Context: an optimization exercise on an open-source flow, tuned for small area. The choices shown serve that exercise and are no tape-out recipe.
Only simulation tests tie the RTL to the original design; equivalence was not proved.
Power and IR drop assume default switching activity.

==> design.v <==
module cclu_multi_entry #(
  parameter int AW           = 32,
  parameter int TW           = 32,
  parameter int CW           = 32,
  parameter int DEPTH        = 16,
  parameter int REPLACE_MODE = 0
) (
  input  logic                         clk,
  input  logic                         reset,
  input  logic                         cmd_valid,
  output logic                         cmd_ready,
  input  logic [1:0]                   command,
  input  logic [AW-1:0]                addres_in,
  input  logic [TW-1:0]                target_in,
  input  logic [CW-1:0]                counter_in,
  output logic                         valid,
  output logic                         hit,
  output logic                         error,
  output logic [TW-1:0]                target_out,
  output logic                         isFull,
  output logic                         isEmpty,
  output logic [$clog2(DEPTH+1)-1:0]   occupancy
);
  localparam int OW = $clog2(DEPTH+1);
  localparam int IW = $clog2(DEPTH);
  logic [AW-1:0]    addr_r [DEPTH];
  logic [TW-1:0]    tgt_r  [DEPTH];
  logic [CW-1:0]    cnt_r  [DEPTH];
  logic [DEPTH-1:0] vld_r;
  logic [IW-1:0]    ord_r  [DEPTH];
  logic [OW-1:0]    occ_r;
  logic             flush_r;
  logic idle, acc, pop, fls;
  assign idle = !flush_r;
  assign acc  = idle && cmd_valid && (command == 2'b01);
  assign pop  = idle && cmd_valid && (command == 2'b10);
  assign fls  = idle && cmd_valid && (command == 2'b11);
  logic occ_zero, occ_one, occ_full;
  assign occ_zero = (occ_r == {OW{1'b0}});
  assign occ_one  = (occ_r == OW'(1));
  assign occ_full = (occ_r == OW'(DEPTH));
  assign cmd_ready = idle && !reset;
  assign occupancy = occ_r;
  assign isFull    = occ_full;
  assign isEmpty   = occ_zero;
  logic [DEPTH-1:0] m;
  logic             hit_any;
  logic [IW-1:0]    hidx;
  always_comb begin
    hidx = {IW{1'b0}};
    for (int i = 0; i < DEPTH; i++) begin
      m[i] = vld_r[i] && (addr_r[i] == addres_in);
      if (m[i]) hidx = hidx | IW'(i);
    end
  end
  assign hit_any = |m;
  logic [DEPTH-1:0] old_oh;
  always_comb begin
    for (int i = 0; i < DEPTH; i++) old_oh[i] = (ord_r[0] == IW'(i));
  end
  logic [DEPTH-1:0] rsel;
  logic [TW-1:0]    rd_tgt;
  logic [CW-1:0]    rd_cnt;
  assign rsel = command[1] ? old_oh : m;
  always_comb begin
    rd_tgt = {TW{1'b0}};
    rd_cnt = {CW{1'b0}};
    for (int i = 0; i < DEPTH; i++) begin
      rd_tgt = rd_tgt | ({TW{rsel[i]}} & tgt_r[i]);
      rd_cnt = rd_cnt | ({CW{m[i]}} & cnt_r[i]);
    end
  end
  logic last;
  assign last = (rd_cnt == CW'(1));
  logic cnt_zero, cnt_one;
  assign cnt_zero = (counter_in == {CW{1'b0}});
  assign cnt_one  = (counter_in == CW'(1));
  logic acc_hit, acc_miss, miss_store, ins, rem, hit_rem, pop_ok, repl;
  assign acc_hit    = acc && hit_any;
  assign acc_miss   = acc && !hit_any;
  assign miss_store = acc_miss && !cnt_zero && !cnt_one;
  assign repl       = (REPLACE_MODE != 0) && miss_store && occ_full;
  assign ins        = miss_store && (!occ_full || (REPLACE_MODE != 0));
  assign hit_rem    = acc_hit && last;
  assign pop_ok     = pop && !occ_zero;
  assign rem        = hit_rem || pop_ok || repl;
  logic [IW-1:0] ins_phys;
  assign ins_phys = occ_full ? ord_r[0] : ord_r[occ_r[IW-1:0]];
  logic [DEPTH-1:0] ins_oh;
  always_comb begin
    for (int i = 0; i < DEPTH; i++) ins_oh[i] = ins && (ins_phys == IW'(i));
  end
  logic [CW-1:0] wcnt;
  assign wcnt = (acc_hit ? rd_cnt : counter_in) - CW'(1);
  logic [DEPTH-1:0] q, s;
  logic [IW-1:0]    rem_phys;
  always_comb begin
    for (int j = 0; j < DEPTH; j++) begin
      q[j] = hit_rem ? (ord_r[j] == hidx) : (j == 0);
    end
    s[0] = q[0];
    for (int j = 1; j < DEPTH; j++) s[j] = s[j-1] || q[j];
  end
  assign rem_phys = hit_rem ? hidx : ord_r[0];
  always_ff @(posedge clk) begin
    for (int i = 0; i < DEPTH; i++) begin
      if (ins_oh[i]) begin
        addr_r[i] <= addres_in;
        tgt_r[i]  <= target_in;
      end
      if (ins_oh[i] || (acc_hit && m[i])) begin
        cnt_r[i] <= wcnt;
      end
    end
  end
  logic [OW-1:0] occ_s;
  logic          flush_s;
  always_comb begin
    occ_s   = occ_r;
    flush_s = flush_r;
    if (flush_r) begin
      occ_s   = occ_r - OW'(1);
      flush_s = !occ_one;
    end else if (ins && !rem) begin
      occ_s = occ_r + OW'(1);
    end else if (rem && !ins) begin
      occ_s = occ_r - OW'(1);
    end else if (fls && !occ_zero) begin
      flush_s = 1'b1;
    end
  end
  logic          valid_s, hit_s, error_s, tout_en;
  logic [TW-1:0] tout_s;
  assign hit_s   = acc_hit;
  assign error_s = (acc_miss && (cnt_zero || (miss_store && !ins))) ||
                   (pop && occ_zero);
  assign tout_en = acc_hit || (acc_miss && cnt_one) || ins || pop_ok;
  assign valid_s = tout_en || (fls && occ_zero) || (flush_r && occ_one);
  assign tout_s  = acc_miss ? target_in : rd_tgt;
  always_ff @(posedge clk or posedge reset) begin
    if (reset) begin
      for (int j = 0; j < DEPTH; j++) ord_r[j] <= IW'(j);
      vld_r      <= {DEPTH{1'b0}};
      occ_r      <= {OW{1'b0}};
      flush_r    <= 1'b0;
      valid      <= 1'b0;
      hit        <= 1'b0;
      error      <= 1'b0;
      target_out <= {TW{1'b0}};
    end else begin
      if (rem) begin
        for (int j = 0; j < DEPTH - 1; j++) begin
          if (s[j]) ord_r[j] <= ord_r[j+1];
        end
        ord_r[DEPTH-1] <= rem_phys;
      end
      if (fls && !occ_zero) begin
        vld_r <= {DEPTH{1'b0}};
      end else begin
        for (int i = 0; i < DEPTH; i++) begin
          if (ins_oh[i]) vld_r[i] <= 1'b1;
          else if (rem && (rem_phys == IW'(i))) vld_r[i] <= 1'b0;
        end
      end
      occ_r   <= occ_s;
      flush_r <= flush_s;
      valid   <= valid_s;
      hit     <= hit_s;
      error   <= error_s;
      if (tout_en) target_out <= tout_s;
    end
  end
endmodule
==> run.sh <==
#!/bin/bash
# synth_recipe.tcl (not shown) runs the flow's synth.tcl, then flattens the netlist and writes it again
# the make line also repeats each setting of config.mk as NAME=value (left out here)
make -C /OpenROAD-flow-scripts/flow DESIGN_CONFIG=/design/flow/config.mk WORK_HOME=/design/flow/orfs CLKGATE_MAP_FILE= SYNTH_SCRIPT=/design/flow/synth_recipe.tcl finish
==> config.mk <==
export PLATFORM = sky130hd
export DESIGN_NAME = cclu_multi_entry
export DESIGN_NICKNAME = cclu_multi_entry
export VERILOG_FILES = /design/flow/design.v
export SDC_FILE = /design/flow/constraint.sdc
export NUM_CORES = 4
export LEC_CHECK = 0
export ABC_CLOCK_PERIOD_IN_PS = 6000
export CAP_MARGIN = 20
export CORE_MARGIN = 2
export CORE_UTILIZATION = 40
export PLACE_DENSITY = 0.6
export SETUP_SLACK_MARGIN = 0.5
export SLEW_MARGIN = 20
==> constraint.sdc <==
create_clock -name core_clock -period 8.5 [get_ports {clk}]
set_input_delay 1.7000 -clock core_clock [delete_from_list [all_inputs] [get_ports {clk}]]
set_output_delay 1.7000 -clock core_clock [all_outputs]
set_load 0.01 [all_outputs]
==> results of run 1 <==
## sequential cells by signal, indices dropped and copies added, names as in the netlist
signal / count
flush_r: 1
hit: 1
tgt_r: 512
error: 1
addr_r: 512
occ_r: 5
ord_r: 64
valid: 1
vld_r: 16
target_out: 32
cnt_r: 512
## stage by stage
stage,cells,hold slack (ps),power (mW)
2_1_floorplan,4560,496,10.4
3_3_place_gp,7013,466,11.3
3_5_place_dp,7014,474,11.3
4_1_cts,7328,487,18.6
5_1_grt,7330,511,19.1
6_report,7337,481,18.5
## metal layers
metal / track usage / routed length (um) / vias to the layer above
met5: 0.0122 / 355 / -
met2: 0.409 / 107000 / 2587
met1: 0.359 / 94700 / 22900
met4: 0.0975 / 9060 / 12
li1: - / - / 18700
met3: 0.0602 / 22800 / 499
## path summary, 6_finish.rpt
| path | endpoint | slack (ps) | cells past startpoint |
|---|---|---|---|
| worst max register to register | cnt_r[3][15] | 2530 | 14 |
| worst min-delay path | target_out[21] | 480 | 2 |
| min in group asynchronous | occ_r[0] | 1450 | 2 |
| worst min register to register | target_out[21] | 480 | 2 |
| worst max-delay path | cnt_r[3][15] | 1200 | 15 |
| max in group asynchronous | target_out[11] | 5570 | 3 |
## worst min-delay path, stage by stage (launching register included)
cell and delay [ps]:
dfrtp_1 340, nand2_1 40, o21ai_0 60
## kinds of logic after synthesis
group | after synthesis
DFF | 1657
and+or+nand+nor | 1061
AOI/OAI and AO/OA | 853
xor gates and xnor gates | 526
buffers and inverters | 350
muxes | 107
adders and majority gates | 6
## power by group through the flow
stage	logic [mW]	clock network, mW	registers, mW
detailed placement	1.62	0	9.67
global placement	1.61	0	9.66
floorplan	0.808	0	9.63
global route	1.74	7.79	9.53
finish	1.64	7.40	9.50
CTS	1.63	7.48	9.50
## synth_stat cells (25+ instances only)
| library cell | number |
|---|---|
| nand2b_1 | 45 |
| buf_4 | 40 |
| o221ai_1 | 25 |
| xnor2_1 | 413 |
| nand2_1 | 241 |
| o2111ai_1 | 33 |
| nor3_1 | 62 |
| o22ai_1 | 43 |
| nor2_1 | 83 |
| mux2i_1 | 35 |
| nor4_1 | 51 |
| a21oi_1 | 42 |
| buf_2 | 32 |
| xor2_1 | 113 |
| clkbuf_1 | 151 |
| and2_1 | 53 |
| nand4_1 | 234 |
| nand3_1 | 118 |
| a22oi_1 | 169 |
| edfxtp_1 | 1536 |
| and4_1 | 33 |
| a22o_1 | 172 |
| inv_1 | 85 |
| a221oi_1 | 166 |
| mux2_2 | 72 |
| dfstp_2 | 32 |
| and3_1 | 36 |
| dfrtp_1 | 89 |
| o21ai_0 | 96 |
## placed cells by master, fill, tap and decap left out, drive strengths merged, types with 33 or more instances in the layout
cell / instances
o21ai: 108
nand2: 241
a221oi: 166
xor2: 113
and4: 33
nor3: 63
edfxtp: 1536
and2: 60
inv: 84
xnor2: 413
a21oi: 47
nor4: 74
mux2: 72
nand2b: 45
a22oi: 169
mux2i: 35
dfrtp: 89
a22o: 172
o22ai: 43
buf: 298
clkbuf: 230
nor2: 90
nand3: 118
o2111ai: 34
and3: 36
clkinv: 75
nand4: 234
clkdlybuf4s50: 110
## layout make-up
type	count	area [um^2]	share of cell area
tap	2310	2890	0.0359
antenna	9	22.5	0.000280
clock inverter	84	724	0.00900
clock buffer	230	4730	0.0587
timing repair buffer	408	3640	0.0452
multi-input combinational	2553	19000	0.235
inverter	86	345	0.00429
sequential	1657	49200	0.611
==> impl_metrics.tcl, run 1 <==
set metrics [dict create \
    synth_top_family_by_area "compound AO/OA/AOI/OAI gates" \
    skew_ps 35.4 \
    cts.repair.resized 0 \
    crit_path_start "addres_in[31]" \
    drcViolationCount 0 \
    cap_violations 0 \
    postSynthCellCount 4560 \
    routedWlPerCell_um 31.9 \
    tightest_slew_ps 1220 \
    ir_drop_uv 214 \
    synth-adder-area-share 0.00108 \
    critical_path.top_delay_family "simple AND/OR/NAND/NOR gates" \
    port_buffers 143 \
    place_ws_ps 553 \
    synthArstFlopShare 0.0730 \
    endpoint_kind "flip-flop" \
    antenna_found_initial 9 \
    drtAntennaViolNets 0 \
    crit_required_ps 8970 \
    cts_tree "done" \
    synth_top_area_share 0.665 \
    power_frac_seq 0.512 \
    period_share 0.859 \
    grt_usage 0.263 \
    viasPerCell 6.09 \
    fillerInstances 15000 \
    row_count 152 \
    cts-root-buf "clkbuf_16" \
    power.leakage_nw 25.8 \
    power.net_switching_mw 4.46 \
    postCtsHoldBufs 0 \
    setup_ws_ps 1200 \
    setup_violations 0 \
    htree_levels 4 \
    ys_seq_elements 1657 \
    path_max_fanout 33 \
    clockBufferDepth 3 \
    synth.avg_cell_area_um2 15.2 \
    hold_class "reg -> reg" \
    grt_max_degree 74 \
    path_cells "buf_2 -> inv_1 -> o2111ai_1 -> nor3_1 -> buf_4 -> and4_1 -> nor4_1 -> nand4_1 -> or2_2 -> nor3_1 -> nand2_1 -> nor2_1 -> nand2_1 -> o21ai_4 -> buf_4" \
    crit_arrival_ps 7770 \
    fp.dieH_um 421 \
    combinationalPowerShare 0.088 \
    clk_pin_slew_ps 60 \
    hold_viol 0 \
    cpMaxStageDelayCell "nor3_1" \
    nets 4984 \
    clkPwrFrac 0.399 \
    hp-start "target_out[21]" \
    path_buf_inv 4 \
    status "timing/DRC/antenna clean" \
    startpoint_type "input pin" \
    hpwl_um 147000 \
    rsz0062_at_grt "false" \
    cts_sinks 1657 \
    coreArea_mm2 0.172 \
    post-synth-top-area-cell "edfxtp_1" \
    num_vias 44700 \
    synthFlopType "edfxtp_1" \
    area_delta_synth_final_pct 16.0 \
    max_slew_margin 0.178 \
    synth.area.mux_share 0.0167 \
    synth_area_leaders "edfxtp_1 (66%), xnor2_1 (5.2%), dfrtp_1 (3.2%)" \
    yosysUniqueCellTypes 85 \
    insertion_delay_ps 820 \
    r2r-start "addr_r[11][7]" \
    drive_gt1_frac 0.154 \
    drv_slew 0 \
    p_int_mw 14.1 \
    fmax_ghz 0.137 \
    synth_warnings 5 \
    drt_wl_total_um 234000 \
    setup_tns_ps 0 \
    grt_pass1_vias 42700 \
    grt_overflow 0 \
    start_util 0.404 \
    die_w_um 421 \
    dr.first_iter.drc_count 6452 \
    drt_first_pass_iters 6 \
    cts_buffers 171 \
    fp.dieArea_mm2 0.177 \
    grt_pass1_wl_um 329000 \
    yosys.area_share.xor_xnor 0.0664 \
    postCtsSetupRepairBufs 0 \
    yosys.area_share.simple 0.0862 \
    synth_edf_count 1536 \
    syn_area_mm2 0.0694 \
    synth-seq-area-share 0.709 \
    fin_util 0.468 \
    critPathMaxStageDelay_ps 800 \
    crit_type "in -> reg" \
    synth_compound_area_frac 0.0968 \
    final_area_mm2 0.0805 \
    io_pins 144 \
    gp_congestion 1.00 \
    placed_area_mm2 0.0750 \
    switching_share 0.240 \
    powerDensity_mw_per_mm2 230 \
    synthesis.nets 4667 \
    period_minus_slack_ps 7300 \
]
==> run 2: changes to the inputs <==
--- a/config.mk
+++ b/config.mk
@@ -10,5 +10,6 @@
 export CORE_MARGIN = 2
-export CORE_UTILIZATION = 40
-export PLACE_DENSITY = 0.6
-export SETUP_SLACK_MARGIN = 0.5
+export CORE_UTILIZATION = 60
+export CTS_BUF_LIST = sky130_fd_sc_hd__clkbuf_4 sky130_fd_sc_hd__clkbuf_8
+export PLACE_DENSITY = 0.7
+export SETUP_SLACK_MARGIN = 0
 export SLEW_MARGIN = 20
==> run 2 against run 1 <==
  * Final cell count fell by 8.7%
  * Die area fell by 33%
  * Via count rose by 3.1%
  * Sequential power barely moved
  * Sequential share of layout area rose by 0.80 points
  * Critical path depth rose by 2
  * Largest cell class unchanged
==> impl_metrics.tcl, run 2 <==
set metrics [dict create \
    cts-root-buf "clkbuf_8" \
    hold_viol 0 \
    postCtsSetupRepairBufs 0 \
    cts_tree "done" \
    synth.avg_cell_area_um2 15.2 \
    cap_violations 0 \
    max_slew_margin 0.193 \
    syn_area_mm2 0.0694 \
    area_delta_synth_final_pct 14.5 \
    fp.dieH_um 344 \
    largest_registers "addr_r (512), cnt_r (512), tgt_r (512)" \
    yosysMostFrequentCell "edfxtp_1" \
    critPathMaxStageDelay_ps 840 \
    postCtsHoldBufs 0 \
    fp.dieArea_mm2 0.118 \
    endpoint_kind "flip-flop" \
    setup_tns_ps 0 \
    synthesis.nets 4667 \
    row_count 124 \
    cts_sinks 1657 \
    drive_gt1_frac 0.185 \
    dr.first_iter.drc_count 7198 \
    routedWlPerCell_um 33.4 \
    crit_required_ps 9060 \
    status "timing/DRC/antenna clean" \
    drt_first_pass_iters 7 \
    tightest_slew_ps 1210 \
    hpwl_um 136000 \
    drv_slew 0 \
    power.net_switching_mw 4.43 \
    power_frac_seq 0.522 \
    ir_drop_uv 183 \
    combinationalPowerShare 0.091 \
    cts.repair.resized 0 \
    grt_overflow 0 \
    r2r-end "cnt_r[7][26]" \
    synthFlopType "edfxtp_1" \
    drt_wl_total_um 223000 \
    power.leakage_nw 26.0 \
    powerDensity_mw_per_mm2 228 \
    grt_usage 0.377 \
    worstSetupEndpoint "cnt_r[6][27]" \
    skew_ps 84.1 \
    crit_type "in -> reg" \
    period_minus_slack_ps 7160 \
    htree_levels 5 \
    critical_path.top_delay_family "simple AND/OR/NAND/NOR gates" \
    hold_class "reg -> reg" \
    synth-seq-area-share 0.709 \
    insertion_delay_ps 1000 \
    crit_path_start "addres_in[22]" \
    synth_area_leaders "edfxtp_1 (66%), xnor2_1 (5.2%), dfrtp_1 (3.2%)" \
    clkPwrFrac 0.386 \
    period_share 0.842 \
    path_cells "buf_2 -> buf_4 -> xnor2_1 -> nand4_1 -> nor4_2 -> buf_4 -> and4_2 -> nor4_1 -> a41oi_2 -> buf_4 -> or4_1 -> nand2_1 -> nand3b_2 -> or3_1 -> or2_1 -> nor4_2 -> xor2_1" \
    io_pins 144 \
    path_max_fanout 25 \
    clockBufferDepth 4 \
    grt_max_degree 78 \
    ys_seq_elements 1657 \
    postSynthCellCount 4560 \
    synth_edf_count 1536 \
    r2r-start "addr_r[4][2]" \
    coreArea_mm2 0.115 \
    clk_pin_slew_ps 50 \
    grt_pass1_wl_um 317000 \
    switching_share 0.244 \
    grt_pass1_vias 45000 \
    path_buf_inv 4 \
    cp_num_cells 17 \
    synthTopCellsByCount "edfxtp_1 (1536), xnor2_1 (413), nand2_1 (241)" \
    layout_common_cells "edfxtp_1 (1536), xnor2_1 (409), clkbuf_8 (299)" \
    viasPerCell 6.88 \
    gp_congestion 1.04 \
    placed_area_mm2 0.0740 \
    die_w_um 344 \
    cts_buffers 287 \
    p_int_mw 13.7 \
    synthArstFlopShare 0.0730 \
    num_vias 46100 \
    start_util 0.606 \
    rsz0062_at_grt "false" \
    port_buffers 143 \
    path_common_cell "buf_4" \
    reg2reg_slack_ps 2350 \
    drtAntennaViolNets 0 \
    fillerInstances 7713 \
    setup_violations 0 \
    post-synth-top-area-cell "edfxtp_1" \
    synth_top_area_share 0.665 \
    final_area_mm2 0.0795 \
    antenna_found_initial 5 \
    drcViolationCount 0 \
    fmax_ghz 0.140 \
    cpMaxStageDelayCell "xor2_1" \
    yosysUniqueCellTypes 85 \
    crit_arrival_ps 7720 \
    nets 5096 \
    final_common_cell "edfxtp_1" \
    r2r_cells 16 \
    synth_warnings 5 \
    startpoint_type "input pin" \
]
run 2: cell counts after synthesis:
Identical to the previous run, type by type.
run 2: final cells by class:
cell class / instances / area (um^2) / area share
Sequential cell: 1657 / 49200 / 0.619
Antenna cell: 4 / 10.0 / 0.000126
Inverter: 86 / 343 / 0.00431
Multi-Input combinational cell: 2553 / 19000 / 0.239
Tap cell: 1512 / 1890 / 0.0238
Clock buffer: 397 / 4850 / 0.0610
Clock inverter: 84 / 536 / 0.00674
Timing Repair Buffer: 404 / 3670 / 0.0462
run 2: worst min path at each step:
stage | slack, ps | endpoint | depth (start not counted) | startpoint
global placement | 460 | target_out[1] | 2 | target_out[1]
floorplan | 500 | vld_r[1] | 2 | vld_r[1]
detailed placement | 470 | target_out[17] | 2 | target_out[17]
finish | 480 | target_out[1] | 2 | target_out[1]
CTS | 480 | target_out[17] | 2 | target_out[17]
global route | 510 | target_out[10] | 2 | target_out[10]
run 2: per-stage QoR:
| step | hold WS [ps] | cells | utilization | setup slack [ps] | total power, mW |
|---|---|---|---|---|---|
| after floorplan | 496 | 4560 | - | 75.3 | 10.4 |
| after CTS | 484 | 6693 | 0.693 | 1720 | 18.1 |
| after global routing | 511 | 6695 | 0.694 | 1250 | 18.6 |
| after detailed placement | 472 | 6212 | 0.646 | 770 | 11.2 |
| final | 478 | 6697 | 0.694 | 1340 | 18.1 |
| after global placement | 462 | 6208 | 0.645 | 743 | 11.2 |
run 2: cells by family (layout without fill, tap and decap cells):
family / Yosys count / in the layout / synth area share
XOR/XNOR: 526 / 526 / 0.0664
AND/OR/NAND/NOR: 1061 / 1061 / 0.0862
buffers and inverters: 350 / 971 / 0.0241
multiplexers: 107 / 107 / 0.0167
other: 0 / 4 / 0
adder cells (fa/ha/maj): 6 / 6 / 0.00108
AO/OA/AOI/OAI: 853 / 853 / 0.0968
flip-flops: 1657 / 1657 / 0.709
run 2: power groups by stage:
stage                     sequential (mW)  clock (mW)  combinational [mW]
after floorplan                      9.63           0               0.804
after global placement               9.62           0                1.59
after detailed placement             9.63           0                1.62
after CTS                            9.47        7.05                1.63
after global routing                 9.49        7.40                1.75
final                                9.47        7.00                1.65
run 2: per-layer routing:
layer	track usage	vias up	routed length (um)
met1	0.506	22900	82200
met2	0.571	3528	101000
met4	0.163	2	10700
met3	0.119	693	29800
li1	-	18900	-
met5	0.00441	-	13
run 2: tightest hold or removal path: cells and delay by family (launching register included):
kind,cells,cell delay [ps]
compound gates,1,60
simple gates,1,50
flops,1,340
==> run 3: changes to the inputs <==
--- a/design.v
+++ b/design.v
@@ -55,3 +55,3 @@
   end
-  assign hit_any = |m;
+  assign hit_any = |m && !command[1];
   logic [DEPTH-1:0] old_oh;
@@ -65,4 +65,4 @@
   always_comb begin
-    rd_tgt = {TW{1'b0}};
-    rd_cnt = {CW{1'b0}};
+    rd_tgt = target_in  & {TW{!hit_any && !command[1]}};
+    rd_cnt = counter_in & {CW{!hit_any}};
     for (int i = 0; i < DEPTH; i++) begin
@@ -73,3 +73,3 @@
   logic last;
-  assign last = (rd_cnt == CW'(1));
+  assign last = (rd_cnt == CW'(1));    
   logic cnt_zero, cnt_one;
@@ -93,3 +93,3 @@
   logic [CW-1:0] wcnt;
-  assign wcnt = (acc_hit ? rd_cnt : counter_in) - CW'(1);
+  assign wcnt = rd_cnt - CW'(1);
   logic [DEPTH-1:0] q, s;
@@ -104,11 +104,26 @@
   assign rem_phys = hit_rem ? hidx : ord_r[0];
+  logic [DEPTH-1:0] nf, keep_c, wr_c;
+  always_comb begin
+    for (int i = 0; i < DEPTH; i++) begin
+      nf[i]     = !occ_full && (ord_r[occ_r[IW-1:0]] == IW'(i));
+      keep_c[i] = vld_r[i] && !(acc_hit && m[i]);
+      wr_c[i]   = nf[i] || (acc_hit && m[i]);
+    end
+    if (REPLACE_MODE != 0) begin
+      for (int i = 0; i < DEPTH; i++) begin
+        if (repl && old_oh[i]) begin
+          nf[i]     = 1'b1;
+          keep_c[i] = 1'b0;
+          wr_c[i]   = 1'b1;
+        end
+      end
+    end
+  end
   always_ff @(posedge clk) begin
     for (int i = 0; i < DEPTH; i++) begin
-      if (ins_oh[i]) begin
-        addr_r[i] <= addres_in;
-        tgt_r[i]  <= target_in;
-      end
-      if (ins_oh[i] || (acc_hit && m[i])) begin
-        cnt_r[i] <= wcnt;
-      end
+      addr_r[i] <= (addr_r[i] & {AW{vld_r[i] && !(repl && old_oh[i])}}) |
+                   (addres_in & {AW{nf[i]}});
+      tgt_r[i]  <= (tgt_r[i]  & {TW{vld_r[i] && !(repl && old_oh[i])}}) |
+                   (target_in & {TW{nf[i]}});
+      cnt_r[i]  <= (cnt_r[i]  & {CW{keep_c[i]}}) | (wcnt & {CW{wr_c[i]}});
     end
@@ -138,3 +153,3 @@
   assign valid_s = tout_en || (fls && occ_zero) || (flush_r && occ_one);
-  assign tout_s  = acc_miss ? target_in : rd_tgt;
+  assign tout_s  = rd_tgt;
   always_ff @(posedge clk or posedge reset) begin
==> run 3 against run 2 <==
  * Non-clock buffer count rose by 19
  * Die area is 0.34% higher
  * Critical path depth shrank 1
  * Utilization is 0.86 points lower
  * Via count is 35% higher
  * Register-to-register slack got worse by 320 ps
  * First-iteration DRC count up 30%
  * Synthesized cell count grew 51%
  * Largest cell class unchanged
==> impl_metrics.tcl, run 3 <==
set metrics [dict create \
    reg2reg_slack_ps 2030 \
    critPathMaxStageDelay_ps 900 \
    largest_registers "addr_r (512), cnt_r (512), tgt_r (512)" \
    cts_buffers 286 \
    path_buf_inv 3 \
    synth-seq-area-share 0.486 \
    grt_max_degree 76 \
    clkPwrFrac 0.253 \
    synth.avg_cell_area_um2 10.1 \
    clk_pin_slew_ps 60 \
    crit_arrival_ps 8110 \
    synth_top_area_share 0.442 \
    fmax_ghz 0.138 \
    yosysMostFrequentCell "dfxtp_1" \
    path_max_fanout 21 \
    clockBufferDepth 4 \
    power.leakage_nw 31.1 \
    synthesis.nets 6979 \
    ir_drop_uv 553 \
    drtAntennaViolNets 0 \
    cts_sinks 1657 \
    die_w_um 345 \
    fillerInstances 9049 \
    crit_type "in -> reg" \
    routedWlPerCell_um 32.7 \
    viasPerCell 7.28 \
    drive_gt1_frac 0.148 \
    synth_edf_count 0 \
    postSynthCellCount 6871 \
    status "timing/DRC/antenna clean" \
    placed_area_mm2 0.0725 \
    grt_pass1_wl_um 403000 \
    path_cells "buf_2 -> xor2_1 -> nor4_1 -> nor4bb_1 -> and4_1 -> or4_1 -> nor4b_1 -> a21oi_1 -> buf_4 -> o21ai_0 -> or4_4 -> nor4_4 -> a21boi_1 -> buf_4 -> nor3b_1 -> o211ai_1" \
    gp_congestion 1.06 \
    grt_overflow 0 \
    period_share 0.852 \
    critical_path.top_delay_family "simple AND/OR/NAND/NOR gates" \
    start_util 0.607 \
    layout_common_cells "dfxtp_1 (1536), a22o_1 (1389), xnor2_1 (361)" \
    startpoint_type "input pin" \
    skew_ps 64.8 \
    drv_slew 0 \
    area_delta_synth_final_pct 12.8 \
    fin_util 0.685 \
    hold_class "reg -> reg" \
    htree_levels 5 \
    period_minus_slack_ps 7240 \
    grt_usage 0.459 \
    drt_first_pass_iters 9 \
    final_area_mm2 0.0786 \
    antenna_found_initial 16 \
    drcViolationCount 0 \
    io_pins 144 \
    power_frac_seq 0.431 \
    combinationalPowerShare 0.316 \
    port_buffers 143 \
    p_int_mw 19.2 \
    powerDensity_mw_per_mm2 382 \
    endpoint_kind "flip-flop" \
    yosysUniqueCellTypes 101 \
    tightest_slew_ps 1230 \
    coreArea_mm2 0.115 \
    path_common_cell "buf_4" \
    syn_area_mm2 0.0696 \
    synthTopCellsByCount "dfxtp_1 (1536), a22o_1 (1389), clkbuf_1 (467)" \
    synth_warnings 5 \
    final_common_cell "dfxtp_1" \
    power.net_switching_mw 10.8 \
    cap_violations 0 \
    fp.dieH_um 345 \
    dr.first_iter.drc_count 9353 \
    num_vias 62400 \
    max_slew_margin 0.182 \
    switching_share 0.361 \
    cpMaxStageDelayCell "and4_1" \
    hold_viol 0 \
    post-synth-top-area-cell "dfxtp_1" \
    grt_pass1_vias 58600 \
    fp.dieArea_mm2 0.119 \
    setup_violations 0 \
    rsz0062_at_grt "false" \
    cts_tree "done" \
    setup_tns_ps 0 \
    drt_wl_total_um 281000 \
    postCtsSetupRepairBufs 0 \
    hpwl_um 174000 \
    crit_required_ps 9370 \
    synthFlopType "dfxtp_1" \
    synth_area_leaders "dfxtp_1 (44%), a22o_1 (17%), xnor2_1 (4.6%)" \
    postCtsHoldBufs 0 \
    cts-root-buf "clkbuf_8" \
    ys_seq_elements 1657 \
    row_count 124 \
    nets 6968 \
    cts.repair.resized 0 \
    synthArstFlopShare 0.0730 \
    insertion_delay_ps 1030 \
]
==> run 3: cell families (layout without fill, tap and decap cells) <==
group           count (synthesis)  after routing  share of synthesized area
compound gates               2388           2388                      0.274
flops                        1657           1657                      0.486
simple gates                 1410           1410                      0.111
buf+inv                       801            979                     0.0486
xor+xnor                      531            531                     0.0668
mux                            77             77                     0.0124
fa+ha+maj                       7              7                    0.00126
other cells                     0             12                          0
==> run 3: cell type report <==
type / count / area [um^2] / area share
Timing Repair Buffer: 423 / 3520 / 0.0448
Clock inverter: 30 / 269 / 0.00342
Inverter: 79 / 302 / 0.00384
Tap cell: 1512 / 1890 / 0.0241
Clock buffer: 447 / 5610 / 0.0714
Multi-Input combinational cell: 4413 / 33100 / 0.421
Sequential cell: 1657 / 33900 / 0.431
Antenna cell: 12 / 30.0 / 0.000382
==> run 3: through the flow <==
stage	std cells	power, mW	setup WS [ps]	hold slack [ps]
5_1_grt	8566	31.1	1180	474
6_report	8573	30.0	1260	453
2_1_floorplan	6871	18.6	1400	417
3_3_place_gp	8080	21.8	519	433
3_5_place_dp	8081	22.0	544	443
4_1_cts	8558	29.5	1600	456
==> run 3: power groups by stage <==
| stage | registers (mW) | logic (mW) | clock network [mW] |
|---|---|---|---|
| after CTS | 12.8 | 9.13 | 7.57 |
| after floorplan | 12.3 | 6.29 | 0 |
| after global placement | 12.9 | 8.90 | 0 |
| after global routing | 13.2 | 9.94 | 7.92 |
| final | 12.9 | 9.47 | 7.58 |
| after detailed placement | 12.9 | 9.09 | 0 |
==> run 3: worst min-delay path, delay by kind of cell, from the launching register on <==
kind | cells | cell delay, ps
AO/OA/AOI/OAI | 1 | 50
flip-flops | 1 | 320
AND/OR/NAND/NOR | 1 | 40
==> run 3: worst paths after layout <==
path | cells past startpoint | startpoint | end
setup / recovery | 16 | addres_in[26] | vld_r[2]
hold / removal | 2 | cnt_r[3][16] | cnt_r[3][16]
setup reg to reg | 16 | addr_r[0][13] | vld_r[2]
hold reg to reg | 2 | cnt_r[3][16] | cnt_r[3][16]
max in group asynchronous | 3 | reset | vld_r[9]
min in group asynchronous | 2 | reset | target_out[24]
==> run 3: routing by layer <==
| metal | up-vias | global-route usage | wire length (um) |
|---|---|---|---|
| met4 | 18 | 0.269 | 18800 |
| met2 | 4755 | 0.667 | 117000 |
| met1 | 30500 | 0.608 | 108000 |
| met3 | 1144 | 0.134 | 37200 |
| li1 | 26000 | - | - |
| met5 | - | 0 | 124 |
==> run 4: changes to the inputs <==
==> flow/run.sh (new file) <==
#!/bin/bash
set -o pipefail
cp standard.sh standard_sh_copy.log
export CTS_ARGS="-sink_clustering_enable -repair_clock_nets -dont_use_dummy_load -buf_list {sky130_fd_sc_hd__clkbuf_4 sky130_fd_sc_hd__clkbuf_8}"
export BUFFER_PORTS_ARGS="-buffer_cell sky130_fd_sc_hd__buf_1"
bash standard.sh > standard.log 2>&1
==> standard.sh (new file) <==
#!/bin/bash
# synth_recipe.tcl (not shown) runs the flow's synth.tcl, then flattens the netlist and writes it again
# the make line also repeats each setting of config.mk as NAME=value (left out here)
make -C /OpenROAD-flow-scripts/flow DESIGN_CONFIG=/design/flow/config.mk WORK_HOME=/design/flow/orfs CLKGATE_MAP_FILE= SYNTH_SCRIPT=/design/flow/synth_recipe.tcl "${@:-finish}"
removed: run.sh
==> run 4 against run 3 <==
  * First-iteration DRC count fell by 0.71%
  * Register-to-register slack got worse by 60 ps
  * Critical path depth rose by 1
  * Clock skew rose by 58 ps
  * Largest power group unchanged
  * Sequential share of layout area rose by 1.5 points
  * Largest cell class unchanged
  * Utilization fell by 2.2 points
  * Hold slack got worse by 1.2 ps
  * Final area fell by 3.3%
  * Die area did not move
==> impl_metrics.tcl, run 4 <==
set metrics [dict create \
    status "timing/DRC/antenna clean" \
    grt_overflow 0 \
    yosysUniqueCellTypes 101 \
    cap_violations 0 \
    gp_congestion 1.03 \
    postCtsHoldBufs 0 \
    cts.repair.resized 0 \
    hp-start "cnt_r[13][10]" \
    setup_ws_ps 940 \
    setup_violations 0 \
    path_max_fanout 18 \
    htree_levels 5 \
    endpoint_kind "flip-flop" \
    setup_tns_ps 0 \
    cts_buffers 285 \
    num_vias 62100 \
    drcViolationCount 0 \
    start_util 0.607 \
    yosys.area_share.xor_xnor 0.0668 \
    dr.first_iter.drc_count 9287 \
    ys_seq_elements 1657 \
    place_inst 8087 \
    grt_pass1_wl_um 403000 \
    cts-root-buf "clkbuf_8" \
    drive_gt1_frac 0.125 \
    synth_warnings 5 \
    antenna_found_initial 18 \
    fin_cells 8381 \
    final_area_mm2 0.0760 \
    globalRoute.busiestLayer "met2" \
    synth-seq-area-share 0.486 \
    clockBufferDepth 4 \
    postSynthCellCount 6871 \
    period_share 0.889 \
    hpwl_um 175000 \
    die_w_um 345 \
    r2r-start "addr_r[10][28]" \
    largest_registers "addr_r (512), cnt_r (512), tgt_r (512)" \
    nets 6971 \
    synthesis.nets 6979 \
    yosys.area_share.simple 0.111 \
    yosysMostFrequentCell "dfxtp_1" \
    cts_tree "done" \
    reg2reg_slack_ps 1970 \
    synthFlopType "dfxtp_1" \
    rsz0062_at_grt "false" \
    crit_arrival_ps 8400 \
    ir_drop_uv 328 \
    gr-usage-met2 0.662 \
    viasPerCell 7.41 \
    synth_top_family_by_area "compound AO/OA/AOI/OAI gates" \
    max_slew_margin 0.132 \
    startpoint_type "input pin" \
    grt_pass1_vias 58300 \
    grt_util_met3 0.134 \
    drt_wl_total_um 282000 \
    drt_first_pass_iters 6 \
    fp.dieArea_mm2 0.119 \
    post-synth-top-area-cell "dfxtp_1" \
    grtUsageMet1 0.617 \
    layout_common_cells "dfxtp_1 (1536), a22o_1 (1389), xnor2_1 (362)" \
    coreArea_mm2 0.115 \
    hold_class "reg -> reg" \
    grt_usage 0.461 \
    area_delta_synth_final_pct 9.14 \
    crit_required_ps 9340 \
    postCtsSetupRepairBufs 0 \
    hold_viol 0 \
    fillerInstances 9311 \
    synth.area.mux_share 0.0124 \
    fmax_ghz 0.132 \
    synthArstFlopShare 0.0730 \
    synth_edf_count 0 \
    io_pins 144 \
    cts_sinks 1657 \
    place_ws_ps 144 \
    power.leakage_nw 29.7 \
    syn_area_mm2 0.0696 \
    synth_compound_area_frac 0.274 \
    hold_ws_ps 452 \
    insertion_delay_ps 1060 \
    final_common_cell "dfxtp_1" \
    r2r_cells 20 \
    port_buffers 143 \
    skew_ps 122 \
    drv_slew 0 \
    grt_max_degree 71 \
    synth-adder-area-share 0.00126 \
    placed_area_mm2 0.0720 \
    period_minus_slack_ps 7560 \
    row_count 124 \
    clk_pin_slew_ps 60 \
    fin_util 0.663 \
    routedWlPerCell_um 33.7 \
    synth_area_leaders "dfxtp_1 (44%), a22o_1 (17%), xnor2_1 (4.6%)" \
    drtAntennaViolNets 0 \
    tightest_slew_ps 1300 \
    synthTopCellsByCount "dfxtp_1 (1536), a22o_1 (1389), clkbuf_1 (467)" \
    crit_type "in -> reg" \
    finalPower_mw 28.3 \
    worstHoldPathCells 2 \
    hold_end "cnt_r[13][10]" \
    synth.avg_cell_area_um2 10.1 \
    fp.dieH_um 345 \
    r2r-end "ord_r[11][2]" \
    synth_top_area_share 0.442 \
    powerDensity_mw_per_mm2 372 \
]
## run 4: area by class of cell
type / count / area, um^2 / area share
diodes: 8 / 20.0 / 0.000263
inverters: 79 / 302 / 0.00397
flip-flops and latches: 1657 / 33900 / 0.446
multi-input cells: 4413 / 33100 / 0.435
repair buffers: 427 / 2920 / 0.0385
well taps: 1512 / 1890 / 0.0249
clock buffers: 285 / 3920 / 0.0516
## run 4: kinds of logic after synthesis
logic type,after synthesis
muxes,77
xor gates and xnor gates,531
and+or+nand+nor,1410
DFF,1657
buffers and inverters,801
adders and majority gates,7
AOI/OAI and AO/OA,2388
## run 4: how the worst max path moves through the flow
stage                             start      endpoint  cells after the start
after floorplan           addres_in[23]  ord_r[13][1]                     26
after global placement    addres_in[19]      vld_r[5]                     15
after detailed placement  addres_in[19]      vld_r[6]                     15
after CTS                 addres_in[19]      vld_r[4]                     15
after global routing       addres_in[1]      vld_r[1]                     17
final                      addres_in[1]      vld_r[1]                     17
## run 4: critical path: stages
cell and delay (ps):
clkbuf_2 460, buf_4 350, xor2_1 170, or4_1 550
nor4_4 630, and3_1 370, buf_4 400, buf_4 390
or4_1 170, nor2_1 60, a21oi_1 410, o21ai_0 260
or4_4 630, nor4_4 610, a21boi_1 380, nor3b_1 590
o21ai_0 200
## run 4: metal layers
metal  wire [um]  vias to the layer above
li1            -                    25800
met1      108000                    30300
met2      117000                     4930
met3       38700                     1111
met4       18500                       18
met5         118                        -
## run 4: where the power goes
part	internal, mW	leakage [nW]	switching (mW)	total, mW
logic	3.88	13.5	5.43	9.31
clock network	2.96	2.05	3.00	5.96
registers	10.9	14.1	2.15	13.0
total	17.7	29.7	10.6	28.3
==> run 5: changes to the inputs <==
==> flow/run.sh (replaced) <==
#!/bin/bash
set -o pipefail
export CTS_ARGS="-sink_clustering_enable -repair_clock_nets -dont_use_dummy_load -sink_clustering_size 25 -sink_clustering_max_diameter 80 -buf_list {sky130_fd_sc_hd__clkbuf_8 sky130_fd_sc_hd__clkbuf_16}"
export BUFFER_PORTS_ARGS="-buffer_cell sky130_fd_sc_hd__buf_1"
export RECOVER_POWER=100
bash standard.sh > standard.log 2>&1
==> run 5 against run 4 <==
  * The layout now fails its checks (capacitance limit, slew limit)
  * Sequential cell count is the same
  * Utilization shrank 2.0 points
  * Sequential share of layout area grew 1.4 points
  * Sequential power is essentially flat
  * Via count shrank 2.2%
  * Clock skew shrank 45 ps
==> impl_metrics.tcl, run 5 <==
set metrics [dict create \
    status "finished with violations" \
    fp.dieArea_mm2 0.119 \
    synth.area.mux_share 0.0124 \
    cts.repair.resized 0 \
    tightest_slew_ps 4840 \
    dr.first_iter.drc_count 8420 \
    drv_slew 1275 \
    die_w_um 345 \
    grt_max_degree 71 \
    synth-seq-area-share 0.486 \
    yosysUniqueCellTypes 101 \
    path_max_fanout 20 \
    drcViolationCount 0 \
    nets 6766 \
    yosys.area_share.simple 0.111 \
    top_layer "met5" \
    synth.avg_cell_area_um2 10.1 \
    hpwl_um 175000 \
    synth_top_area_share 0.442 \
    drt_wl_total_um 278000 \
    period_minus_slack_ps 8260 \
    hold_class "reg -> reg" \
    grt_overflow 0 \
    period_share 0.972 \
    drive_gt1_frac 0.0892 \
    antenna_found_initial 12 \
    row_count 124 \
    wl_met3_um 36600 \
    insertion_delay_ps 730 \
    endpoint_kind "flip-flop" \
    power.leakage_nw 28.4 \
    port_buffers 143 \
    ys_seq_elements 1657 \
    cts_sinks 1657 \
    largest_registers "addr_r (512), cnt_r (512), tgt_r (512)" \
    yosys.area_share.xor_xnor 0.0668 \
    cap_violations 30 \
    routedWlPerCell_um 34.0 \
    htree_levels 3 \
    drt_first_pass_iters 6 \
    startpoint_type "input pin" \
    ir_drop_uv 310 \
    fmax_ghz 0.121 \
    placed_area_mm2 0.0720 \
    synth_area_leaders "dfxtp_1 (44%), a22o_1 (17%), xnor2_1 (4.6%)" \
    final_common_cell "dfxtp_1" \
    grt_pass1_vias 56700 \
    setup_violations 0 \
    r2r_cells 10 \
    postCtsSetupRepairBufs 0 \
    viasPerCell 7.43 \
    synth_compound_area_frac 0.274 \
    synth_top_family_by_area "compound AO/OA/AOI/OAI gates" \
    postSynthCellCount 6871 \
    cts_tree "done" \
    clockBufferDepth 3 \
    drtAntennaViolNets 0 \
    so_faults "capacitance limit, slew limit" \
    synth-adder-area-share 0.00126 \
    cts-root-buf "clkbuf_16" \
    hold_viol 0 \
    clk_pin_slew_ps 80 \
    yosysMostFrequentCell "dfxtp_1" \
    synthFlopType "dfxtp_1" \
    wl_met2_um 115000 \
    area_delta_synth_final_pct 5.86 \
    synth_edf_count 0 \
    rsz0062_at_grt "false" \
    grt_usage 0.453 \
    synth_warnings 5 \
    layout_common_cells "dfxtp_1 (1536), a22o_1 (1389), xnor2_1 (362)" \
    crit_arrival_ps 8830 \
    cts_buffers 80 \
    coreArea_mm2 0.115 \
    syn_area_mm2 0.0696 \
    fin_cells 8174 \
    final_area_mm2 0.0737 \
    synthesis.nets 6979 \
    start_util 0.607 \
    post-synth-top-area-cell "dfxtp_1" \
    worstHoldPathCells 2 \
    grt_pass1_wl_um 398000 \
    crit_type "in -> reg" \
    skew_ps 77.5 \
    gp_congestion 1.03 \
    num_vias 60800 \
    max_slew_margin -2.23 \
    synthTopCellsByCount "dfxtp_1 (1536), a22o_1 (1389), clkbuf_1 (467)" \
    place_inst 8087 \
    powerDensity_mw_per_mm2 360 \
    fp.dieH_um 345 \
    io_pins 144 \
    synthArstFlopShare 0.0730 \
    postCtsHoldBufs 0 \
    setup_tns_ps 0 \
    m1WireLength_um 107000 \
    crit_required_ps 9080 \
]
[run 5: cell count changes in the layout (fill, tap and decap cells not counted), moves of 7 or more]
cell | previous run | this run
clkbuf_8 | 285 | 0
a21boi_0 | 0 | 7
clkbuf_1 | 0 | 26
clkbuf_16 | 0 | 80
a21boi_4 | 16 | 5
buf_4 | 267 | 233
clkbuf_2 | 32 | 41
[run 5: per-layer routing]
layer	vias to the layer above	GRT usage
li1	25400	-
met1	29800	0.617
met2	4499	0.654
met3	1038	0.121
met4	16	0.246
met5	-	0
[run 5: where the power goes]
part	internal (mW)	switching (mW)
combinational	4.00	5.37
sequential	10.8	2.14
clock	1.69	2.52
[run 5: cells by family after synthesis]
| logic type | after synthesis |
|---|---|
| muxes | 77 |
| xor gates and xnor gates | 531 |
| buffers and inverters | 801 |
| AOI/OAI and AO/OA | 2388 |
| DFF | 1657 |
| and+or+nand+nor | 1410 |
| adders and majority gates | 7 |
[run 5: stage by stage]
step	total power [mW]	hold slack (ps)	utilization	setup WS, ps
2_1_floorplan	18.6	417	-	1400
3_3_place_gp	21.7	426	0.628	133
6_report	26.6	454	0.643	240
3_5_place_dp	22.0	443	0.628	144
4_1_cts	26.0	456	0.645	808
5_1_grt	27.5	482	0.643	341
[run 5: layout make-up]
class	instances	area, um^2
Tap cell	1512	1890
Sequential cell	1657	33900
Inverter	79	298
Multi-Input combinational cell	4413	32900
Antenna cell	6	15.0
Fill cell	9557	40900
Timing Repair Buffer	427	2800
Clock buffer	80	2000
[run 5: path summary, 6_finish.rpt]
check                                   start             end  slack [ps]
worst max-delay path             addres_in[1]   cnt_r[13][31]         240
worst max register to register       occ_r[2]  addr_r[13][24]         540
worst min register to register  cnt_r[13][10]   cnt_r[13][10]         450
max in group asynchronous               reset       vld_r[14]        2190
min in group asynchronous               reset  target_out[29]        2070
worst min-delay path            cnt_r[13][10]   cnt_r[13][10]         450
[run 5: critical path, cell delays in order]
cell	delay (ps)
clkbuf_2	600
clkbuf_1	330
xor2_1	130
or4_1	550
nor4_4	600
and3_1	370
buf_4	390
buf_4	380
or4_1	170
nor2_1	60
a21oi_1	420
and2_0	1580
a21boi_4	570
clkbuf_2	540
a22o_1	360
==> run 6: changes to the inputs <==
--- a/flow/run.sh
+++ b/flow/run.sh
@@ -4,3 +4,2 @@
 export BUFFER_PORTS_ARGS="-buffer_cell sky130_fd_sc_hd__buf_1"
-export RECOVER_POWER=100
 bash standard.sh > standard.log 2>&1
--- a/config.mk
+++ b/config.mk
@@ -10,5 +10,5 @@
 export CORE_MARGIN = 2
-export CORE_UTILIZATION = 60
-export CTS_BUF_LIST = sky130_fd_sc_hd__clkbuf_4 sky130_fd_sc_hd__clkbuf_8
-export PLACE_DENSITY = 0.7
+export CORE_UTILIZATION = 70
+export CTS_BUF_LIST = sky130_fd_sc_hd__clkbuf_8 sky130_fd_sc_hd__clkbuf_16
+export PLACE_DENSITY = 0.8
 export SETUP_SLACK_MARGIN = 0
==> run 6 against run 5 <==
  * Wire length decreased by 4.9%
  * Maximum frequency is 10% higher
  * Die area fell by 14%
  * Sequential share of layout area hardly changed
  * Highest routed layer unchanged
  * Global-route usage increased by 4.9 points
  * Total power decreased by 0.85%
  * The run now finishes clean
  * Sequential cell count stayed put
  * Hold slack improved by 6.9 ps
  * Synthesized cell count is the same
  * Clock skew up 7.7 ps
==> impl_metrics.tcl, run 6 <==
set metrics [dict create \
    grt_pass1_vias 58600 \
    drtAntennaViolNets 0 \
    r2r-start "addr_r[10][11]" \
    cpMaxStageDelayCell "nor4_2" \
    power.leakage_nw 28.6 \
    regArea_mm2 0.0339 \
    r2r-end "ord_r[11][2]" \
    drv_slew 0 \
    antenna_found_initial 14 \
    postSynthCellCount 6871 \
    fp.dieH_um 319 \
    grt_overflow 0 \
    max_slew_margin 0.148 \
    synth-seq-area-share 0.486 \
    yosys.area_share.xor_xnor 0.0668 \
    drcViolationCount 0 \
    cts_tree "done" \
    synthesis.nets 6979 \
    cts-root-buf "clkbuf_16" \
    syn_area_mm2 0.0696 \
    final_common_cell "dfxtp_1" \
    clockBufferDepth 3 \
    crit_required_ps 9080 \
    hpwl_um 166000 \
    fp.dieArea_mm2 0.102 \
    endpoint_kind "flip-flop" \
    cts_buffers 78 \
    fillerInstances 6982 \
    synth_area_leaders "dfxtp_1 (44%), a22o_1 (17%), xnor2_1 (4.6%)" \
    htree_levels 3 \
    ir_drop_uv 296 \
    dr.first_iter.drc_count 10600 \
    post-synth-top-area-cell "dfxtp_1" \
    period_share 0.880 \
    reg2reg_slack_ps 2210 \
    hold_class "reg -> reg" \
    synth.area.mux_share 0.0124 \
    crit_type "in -> reg" \
    fin_util 0.747 \
    synth_top_area_share 0.442 \
    yosysUniqueCellTypes 101 \
    cts_sinks 1657 \
    setup_violations 0 \
    synthTopCellsByCount "dfxtp_1 (1536), a22o_1 (1389), clkbuf_1 (467)" \
    path_cells "clkbuf_2 -> buf_4 -> xor2_1 -> or4_1 -> nor4_2 -> and4_2 -> nor4_1 -> nand2_4 -> nor2_4 -> a21oi_1 -> ha_1 -> nand2_1 -> nor4_1 -> and4_1 -> o2111a_1 -> nand4_1 -> or3_1 -> nor2_4 -> mux2i_4 -> o21ai_4 -> mux2_2" \
    hold_ws_ps 461 \
    synth.avg_cell_area_um2 10.1 \
    status "timing/DRC/antenna clean" \
    yosys.area_share.simple 0.111 \
    cap_violations 0 \
    worstHoldPathCells 2 \
    synth_warnings 5 \
    drive_gt1_frac 0.0958 \
    synth_compound_area_frac 0.274 \
    nets 6759 \
    postCtsSetupRepairBufs 0 \
    hp-start "cnt_r[12][16]" \
    cts.repair.resized 0 \
    skew_ps 85.2 \
    grt_pass1_wl_um 386000 \
    fmax_ghz 0.134 \
    port_buffers 143 \
    synth_top_family_by_area "compound AO/OA/AOI/OAI gates" \
    synth_edf_count 0 \
    place_ws_ps 374 \
    period_minus_slack_ps 7480 \
    gp_congestion 1.06 \
    placed_area_mm2 0.0716 \
    critPathMaxStageDelay_ps 850 \
    routedWlPerCell_um 33.3 \
    final_area_mm2 0.0736 \
    ys_seq_elements 1657 \
    num_vias 61800 \
    die_w_um 319 \
    drt_wl_total_um 265000 \
    area_delta_synth_final_pct 5.75 \
    io_pins 144 \
    largest_registers "addr_r (512), cnt_r (512), tgt_r (512)" \
    critical_path.top_delay_family "simple AND/OR/NAND/NOR gates" \
    drt_first_pass_iters 9 \
    grt_usage 0.502 \
    start_util 0.707 \
    rsz0062_at_grt "false" \
    row_count 115 \
    setup_tns_ps 0 \
    viasPerCell 7.79 \
    clk_pin_slew_ps 100 \
    crit_arrival_ps 8050 \
    synth-adder-area-share 0.00126 \
    setup_ws_ps 1020 \
    hold_end "cnt_r[12][16]" \
    hold_viol 0 \
    tightest_slew_ps 1270 \
    yosysMostFrequentCell "dfxtp_1" \
    path_max_fanout 19 \
    r2r_cells 21 \
    synthArstFlopShare 0.0730 \
    synthFlopType "dfxtp_1" \
    insertion_delay_ps 720 \
    path_buf_inv 2 \
    coreArea_mm2 0.0986 \
    postCtsHoldBufs 0 \
    powerDensity_mw_per_mm2 358 \
    layout_common_cells "dfxtp_1 (1536), a22o_1 (1389), xnor2_1 (362)" \
    startpoint_type "input pin" \
    grt_max_degree 67 \
    multi_input_area_mm2 0.0330 \
]
run 6: changes by cell type in the layout (fill, tap and decap cells not counted), moves of 6 or more:
| cell | delta |
|---|---|
| nor3_2 | +6 |
| a21boi_4 | +11 |
| nor3_1 | -7 |
| clkbuf_1 | -26 |
| a21boi_0 | -7 |
| clkbuf_2 | -9 |
| buf_4 | +32 |
run 6: cell families after synthesis:
logic type,after synthesis
simple gates,1410
mux,77
xor+xnor,531
flops,1657
fa+ha+maj,7
buf+inv,801
compound gates,2388
run 6: power by group:
| group | total (mW) | switching (mW) | internal, mW |
|---|---|---|---|
| clock | 4.13 | 2.48 | 1.65 |
| combinational | 9.16 | 5.24 | 3.92 |
| sequential | 13.0 | 2.21 | 10.8 |
| total | 26.3 | 9.93 | 16.4 |
run 6: layer usage:
layer | vias to the layer above | share of wire | GRT usage
met5 | - | 0.00038 | 0
met3 | 1324 | 0.15 | 0.162
met4 | 16 | 0.078 | 0.310
met2 | 5362 | 0.41 | 0.721
li1 | 25400 | - | -
met1 | 29800 | 0.36 | 0.656
run 6: final cells by class:
type,instances,area share
Antenna cell,7,0.000238
Timing Repair Buffer,422,0.0390
Inverter,79,0.00406
Clock buffer,78,0.0265
Sequential cell,1657,0.460
Tap cell,1287,0.0219
Multi-Input combinational cell,4413,0.449
run 6: how the worst max path moves through the flow:
| stage | cells after the start | slack (ps) | start | endpoint |
|---|---|---|---|---|
| 2_1_floorplan | 26 | 1400 | addres_in[23] | ord_r[13][1] |
| 3_3_place_gp | 16 | 480 | addres_in[0] | vld_r[4] |
| 3_5_place_dp | 17 | 370 | addres_in[0] | ord_r[13][1] |
| 4_1_cts | 17 | 1090 | addres_in[0] | ord_r[11][2] |
| 5_1_grt | 16 | 920 | addres_in[0] | vld_r[1] |
| 6_report | 21 | 1020 | addres_in[12] | ord_r[11][2] |
run 6: tightest hold or removal path, stage by stage, from the launching register on:
cell and delay (ps):
dfxtp_1 330, nand2_1 50, o21ai_0 50
run 6: per-stage QoR:
| stage | instances | power, mW |
|---|---|---|
| 5_1_grt | 7939 | 27.2 |
| 4_1_cts | 7935 | 25.8 |
| 2_1_floorplan | 6871 | 18.6 |
| 3_5_place_dp | 7857 | 21.8 |
| 3_3_place_gp | 7854 | 21.4 |
| 6_report | 7943 | 26.3 |
==> run 7: changes to the inputs <==
--- a/design.v
+++ b/design.v
@@ -93,3 +93,10 @@
   logic [CW-1:0] wcnt;
-  assign wcnt = rd_cnt - CW'(1);
+  logic [CW:0]   borrow;
+  always_comb begin
+    borrow[0] = 1'b1;
+    for (int k = 0; k < CW; k++) begin
+      wcnt[k]     = rd_cnt[k] ^ borrow[k];
+      borrow[k+1] = borrow[k] && !rd_cnt[k];
+    end
+  end
   logic [DEPTH-1:0] q, s;
==> run 7 against run 6 <==
  * Combinational power is 35% lower
  * Sequential share of layout area decreased by 1.4 points
  * Utilization is 4.2 points higher
  * First-iteration DRC count is 2.2% lower
  * Sequential cell count is the same
  * The layout now fails its checks (setup timing)
  * Die area down 2.7%
  * Synthesized area decreased by 2.8%
  * Highest routed layer unchanged
==> impl_metrics.tcl, run 7 <==
set metrics [dict create \
    synth.area.mux_share 0.0133 \
    cts-root-buf "clkbuf_16" \
    postSynthCellCount 6748 \
    so_faults "setup timing" \
    coreArea_mm2 0.0963 \
    synth_compound_area_frac 0.277 \
    skew_ps 73.5 \
    drv_slew 0 \
    row_count 114 \
    cts_tree "done" \
    synthFlopType "dfxtp_1" \
    nets 6968 \
    combinationalPowerShare 0.294 \
    place_ws_ps -1230 \
    path_common_cell "ha_4" \
    synth-seq-area-share 0.499 \
    crit_required_ps 9110 \
    ys_seq_elements 1657 \
    fillerInstances 6355 \
    period_minus_slack_ps 8800 \
    port_buffers 143 \
    grt_pass1_vias 59000 \
    max_slew_margin 0.141 \
    syn_area_mm2 0.0677 \
    fp.dieH_um 315 \
    p_int_mw 12.7 \
    multi_input_area_mm2 0.0322 \
    yosys.area_share.simple 0.0919 \
    yosysUniqueCellTypes 84 \
    antenna_found_initial 15 \
    status "finished with violations" \
    area_delta_synth_final_pct 12.2 \
    rsz0062_at_grt "true" \
    drcViolationCount 0 \
    grt_max_degree 78 \
    cts_sinks 1657 \
    synthesis.nets 6885 \
    hpwl_um 158000 \
    synth.avg_cell_area_um2 10.0 \
    synth_area_leaders "dfxtp_1 (45%), a22o_1 (17%), xnor2_1 (4.4%)" \
    clkPwrFrac 0.204 \
    drive_gt1_frac 0.153 \
    routedWlPerCell_um 32.6 \
    synth_top_area_share 0.454 \
    largest_registers "addr_r (512), cnt_r (512), tgt_r (512)" \
    layout_common_cells "dfxtp_1 (1536), a22o_1 (1278), nand2_1 (580)" \
    synth_top_family_by_area "compound AO/OA/AOI/OAI gates" \
    period_share 1.04 \
    critPathMaxStageDelay_ps 520 \
    setup_ws_ps -300 \
    dr.first_iter.drc_count 10300 \
    crit_arrival_ps 9410 \
    post-synth-top-area-cell "dfxtp_1" \
    hold_class "reg -> reg" \
    synthTopCellsByCount "dfxtp_1 (1536), a22o_1 (1278), nand2_1 (585)" \
    drt_first_pass_iters 9 \
    htree_levels 3 \
    start_util 0.703 \
    viasPerCell 7.61 \
    power_frac_seq 0.503 \
    num_vias 61700 \
    switching_share 0.372 \
    ir_drop_uv 318 \
    grt_usage 0.515 \
    cap_violations 0 \
    endpoint_kind "flip-flop" \
    cpMaxStageDelayCell "nor4_1" \
    clk_pin_slew_ps 100 \
    crit_type "in -> reg" \
    power.leakage_nw 28.6 \
    cts_buffers 77 \
    fin_cells 8113 \
    yosys.area_share.xor_xnor 0.0629 \
    grt_overflow 0 \
    drt_wl_total_um 264000 \
    power.net_switching_mw 7.54 \
    die_w_um 315 \
    place_inst 7961 \
    fmax_ghz 0.114 \
    clockBufferDepth 3 \
    synth_warnings 5 \
    final_common_cell "dfxtp_1" \
    insertion_delay_ps 740 \
    gp_congestion 1.05 \
    io_pins 144 \
    yosysMostFrequentCell "dfxtp_1" \
    grt_pass1_wl_um 383000 \
    synth-adder-area-share 0.00665 \
    drtAntennaViolNets 0 \
    tightest_slew_ps 1290 \
    powerDensity_mw_per_mm2 266 \
    setup_tns_ps -6640 \
    synthArstFlopShare 0.0730 \
    regArea_mm2 0.0339 \
    fp.dieArea_mm2 0.0993 \
    setup_violations 35 \
    startpoint_type "input pin" \
    synth_edf_count 0 \
    path_max_fanout 16 \
    hold_viol 0 \
    finalPower_mw 20.2 \
]
[run 7: changes by cell type after synthesis, moves of 38 or more]
cell,change
a211oi_1,-38
a221oi_1,+162
a22o_1,-111
a22oi_1,-222
nand2_1,+223
nand2b_1,-65
nand3_1,-57
nand4_1,-118
o21ai_0,+258
[run 7: kinds of logic after synthesis]
logic type      Yosys count
fa+ha+maj                36
compound gates         2434
xor+xnor                486
mux                      74
flops                  1657
buf+inv                 797
simple gates           1264
[run 7: what timing repair did]
item,4_1_cts,5_1_grt
gates resized for setup,61,89
setup endpoints to repair,48,50
buffers inserted,34,30
pin swaps,21,34
hold buffers,0,0
cloned,5,1
[run 7: worst max-delay path: cells and delay by family]
kind | cells | cell delay [ps]
compound gates | 3 | 510
xor+xnor | 2 | 360
fa+ha+maj | 28 | 4520
buf+inv | 8 | 1240
simple gates | 4 | 1040
[run 7: routing by layer]
layer | vias to the layer above | GRT usage | part of all wire
li1 | 25100 | - | -
met1 | 29400 | 0.654 | 0.35
met2 | 5438 | 0.742 | 0.41
met3 | 1710 | 0.176 | 0.15
met4 | 12 | 0.339 | 0.084
met5 | - | 0 | 0.00033
[run 7: area by class of cell]
type                       count  share of cell area
antenna                        8            0.000264
clock buffer                  77              0.0254
inverter                      74             0.00377
multi-input combinational   4294               0.424
sequential                  1657               0.446
tap                         1276              0.0210
timing repair buffer         727              0.0796
[run 7: path summary, 6_finish.rpt]
| check | from | to | slack, ps | cells past startpoint |
|---|---|---|---|---|
| setup / recovery | addres_in[8] | cnt_r[7][31] | -300 | 45 |
| hold / removal | cnt_r[5][29] | cnt_r[5][29] | 460 | 2 |
| setup reg to reg | addr_r[8][26] | cnt_r[7][31] | 610 | 43 |
| hold reg to reg | cnt_r[5][29] | cnt_r[5][29] | 460 | 2 |
| max in group asynchronous | reset | target_out[2] | 6020 | 3 |
| min in group asynchronous | reset | ord_r[1][1] | 1130 | 2 |
[run 7: per-stage QoR]
| stage | instance area, um^2 | hold WS [ps] | utilization |
|---|---|---|---|
| 3_5_place_dp | 72600 | 442 | 0.754 |
| 2_1_floorplan | 68600 | 417 | - |
| 4_1_cts | 75300 | 455 | 0.782 |
| 6_report | 76000 | 455 | 0.789 |
| 3_3_place_gp | 72600 | 432 | 0.754 |
| 5_1_grt | 75900 | 468 | 0.789 |
[run 7: power by group through the flow]
stage | Clock, mW | Combinational, mW | Sequential (mW)
after global routing | 4.32 | 6.01 | 10.3
after global placement | 0 | 5.35 | 10.2
after detailed placement | 0 | 5.47 | 10.3
after floorplan | 0 | 3.24 | 10.0
final | 4.12 | 5.94 | 10.2
after CTS | 4.04 | 5.55 | 10.1
==> run 8: changes to the inputs <==
--- a/design.v
+++ b/design.v
@@ -183,3 +183,3 @@
           if (ins_oh[i]) vld_r[i] <= 1'b1;
-          else if (rem && (rem_phys == IW'(i))) vld_r[i] <= 1'b0;
+          else if ((hit_rem && m[i]) || ((pop_ok || repl) && old_oh[i])) vld_r[i] <= 1'b0;
         end
==> run 8 against run 7 <==
  * The layout still fails its checks (setup timing)
  * Utilization is 0.15 points higher
  * Final cell count down 3.2%
  * Synthesized area fell by 2.0%
  * Non-clock buffer count decreased by 79
  * Die area down 1.9%
  * Combinational power is 45% lower
  * Hold slack about the same
==> impl_metrics.tcl, run 8 <==
set metrics [dict create \
    grt_pass1_vias 55300 \
    setup_violations 32 \
    area_delta_synth_final_pct 11.4 \
    routedWlPerCell_um 30.3 \
    cts_tree "done" \
    tightest_slew_ps 1250 \
    final_common_cell "dfxtp_1" \
    yosysMostFrequentCell "dfxtp_1" \
    synth_compound_area_frac 0.274 \
    gp_congestion 0.963 \
    drtAntennaViolNets 0 \
    coreArea_mm2 0.0936 \
    grt_usage 0.470 \
    drt_wl_total_um 238000 \
    power.leakage_nw 28.1 \
    final_area_mm2 0.0740 \
    syn_area_mm2 0.0664 \
    rsz0062_at_grt "true" \
    port_buffers 143 \
    synthTopCellsByCount "dfxtp_1 (1536), a22o_1 (1229), nand2_1 (586)" \
    r2r-start "addr_r[13][20]" \
    path_max_fanout 15 \
    post-synth-top-area-cell "dfxtp_1" \
    synthFlopType "dfxtp_1" \
    hold_viol 0 \
    synthArstFlopShare 0.0730 \
    fmax_ghz 0.114 \
    synth_top_family_by_area "compound AO/OA/AOI/OAI gates" \
    nets 6736 \
    synth-seq-area-share 0.509 \
    hold_class "reg -> reg" \
    ir_drop_uv 290 \
    antenna_found_initial 14 \
    placed_area_mm2 0.0708 \
    power.net_switching_mw 5.13 \
    critPathMaxStageDelay_ps 400 \
    place_inst 7717 \
    row_count 112 \
    clockBufferDepth 3 \
    hpwl_um 140000 \
    startpoint_type "input pin" \
    drive_gt1_frac 0.139 \
    cts-root-buf "clkbuf_16" \
    fp.dieH_um 312 \
    power_frac_seq 0.554 \
    hold_ws_ps 455 \
    synth_area_leaders "dfxtp_1 (46%), a22o_1 (16%), o21ai_0 (4.2%)" \
    clkPwrFrac 0.247 \
    grt_overflow 0 \
    htree_levels 3 \
    grt_pass1_wl_um 350000 \
    io_pins 144 \
    fillerInstances 6213 \
    synth-adder-area-share 0.00678 \
    synth_top_area_share 0.463 \
    drcViolationCount 0 \
    crit_arrival_ps 9330 \
    finalPower_mw 16.5 \
    crit_path_start "addres_in[1]" \
    fin_cells 7857 \
    synth.avg_cell_area_um2 10.1 \
    synth_edf_count 0 \
    cpMaxStageDelayCell "and4b_2" \
    period_minus_slack_ps 8780 \
    drt_first_pass_iters 7 \
    cts_sinks 1657 \
    combinationalPowerShare 0.199 \
    setup_ws_ps -279 \
    max_slew_margin 0.158 \
    synth.area.mux_share 0.0121 \
    powerDensity_mw_per_mm2 223 \
    cap_violations 0 \
    so_faults "setup timing" \
    yosys.area_share.simple 0.0859 \
    die_w_um 312 \
    skew_ps 62.4 \
    dr.first_iter.drc_count 9416 \
    synth_warnings 5 \
    endpoint_kind "flip-flop" \
    hp-start "cnt_r[12][28]" \
    crit_required_ps 9050 \
    path_common_cell "ha_4" \
    clk_pin_slew_ps 100 \
    grt_max_degree 74 \
    period_share 1.03 \
    synthesis.nets 6710 \
    p_int_mw 11.4 \
    yosysUniqueCellTypes 90 \
    largest_registers "addr_r (512), cnt_r (512), tgt_r (512)" \
    insertion_delay_ps 710 \
    viasPerCell 7.42 \
    num_vias 58300 \
    fin_util 0.790 \
    ys_seq_elements 1657 \
    postSynthCellCount 6573 \
    cts_buffers 77 \
    crit_type "in -> reg" \
    start_util 0.709 \
    fp.dieArea_mm2 0.0973 \
    status "finished with violations" \
    layout_common_cells "dfxtp_1 (1536), a22o_1 (1229), nand2_1 (582)" \
    drv_slew 0 \
    switching_share 0.310 \
    yosys.area_share.xor_xnor 0.0637 \
]
run 8: critical path: cells and delay by family:
kind            cells  cell delay [ps]
fa+ha+maj          27             4410
buf+inv             8             1340
simple gates        5             1210
compound gates      4              370
xor+xnor            2              290
run 8: cells by family after synthesis:
family / Yosys count
muxes: 68
buffers and inverters: 761
xor gates and xnor gates: 483
AOI/OAI and AO/OA: 2402
adders and majority gates: 36
and+or+nand+nor: 1166
DFF: 1657
run 8: power by group through the flow:
stage | Sequential (mW) | Clock, mW | Combinational, mW
2_1_floorplan | 9.17 | 0 | 1.92
5_1_grt | 9.25 | 4.31 | 3.42
4_1_cts | 9.14 | 4.05 | 3.11
6_report | 9.17 | 4.08 | 3.29
3_5_place_dp | 9.31 | 0 | 3.07
3_3_place_gp | 9.27 | 0 | 3.00
run 8: cell type report:
cell class | instances | area [um^2] | share of cell area
Antenna cell | 6 | 15.0 | 0.000203
Tap cell | 1254 | 1570 | 0.0212
Inverter | 60 | 230 | 0.00311
Clock buffer | 77 | 1930 | 0.0260
Multi-Input combinational cell | 4155 | 30900 | 0.417
Timing Repair Buffer | 648 | 5550 | 0.0750
Sequential cell | 1657 | 33800 | 0.457
run 8: per-stage QoR:
stage / setup slack (ps) / TNS (ps)
final: -279 / -6320
after global routing: -395 / -10740
after CTS: -150 / -2550
after detailed placement: -1080 / -57890
after global placement: -939 / -52450
after floorplan: -717 / -31680
run 8: path summary, 6_finish.rpt:
kind	end	slack [ps]	cells past startpoint
hold reg to reg	cnt_r[12][28]	460	2
setup reg to reg	cnt_r[9][31]	580	44
max in group asynchronous	ord_r[4][0]	6050	3
min in group asynchronous	target_out[10]	1080	2
setup / recovery	cnt_r[9][31]	-280	46
hold / removal	cnt_r[12][28]	460	2
run 8: per-layer routing:
metal	share of wire	track usage
met1	0.36	0.616
met4	0.073	0.276
met3	0.14	0.115
met2	0.42	0.707
met5	0.00065	0
run 8: repair_timing:
item,in CTS,in global routing
hold buffers,0,0
endpoints found under the setup margin,38,63
resized for setup,49,85
buffers inserted,21,26
cloned,2,4
pin swaps,16,18

static timing again, ports no longer ideal:
How much do the figures lean on ideal ports? The routed layouts below were timed once more, with nothing changed but the port constraints.
Step 1, drivers: a clkbuf_16 drives clk and a buf_2 each remaining input, both assumed.
Step 2 also shifts input and output timing later by t, the mid clock arrival at the registers, as if the neighbouring blocks saw the same clock.
a / b / c = ideal / step 1 / step 2; a / b = the first two.
run | shift t [ns] | setup slack, ns
run 1 | 0.889 | 1.195 / 1.253 / 0.364
run 2 | 1.018 | 1.341 / 1.378 / 0.360
run 3 | 1.083 | 1.257 / 1.318 / 0.235
run 4 | 1.083 | 0.940 / 1.008 / -0.075
run 5 | 0.779 | 0.240 / 0.307 / -0.472
run 6 | 0.768 | 1.024 / 1.088 / 0.320
run 7 | 0.787 | -0.300 / -0.242 / -1.030
run 8 | 0.762 | -0.279 / -0.231 / -0.992
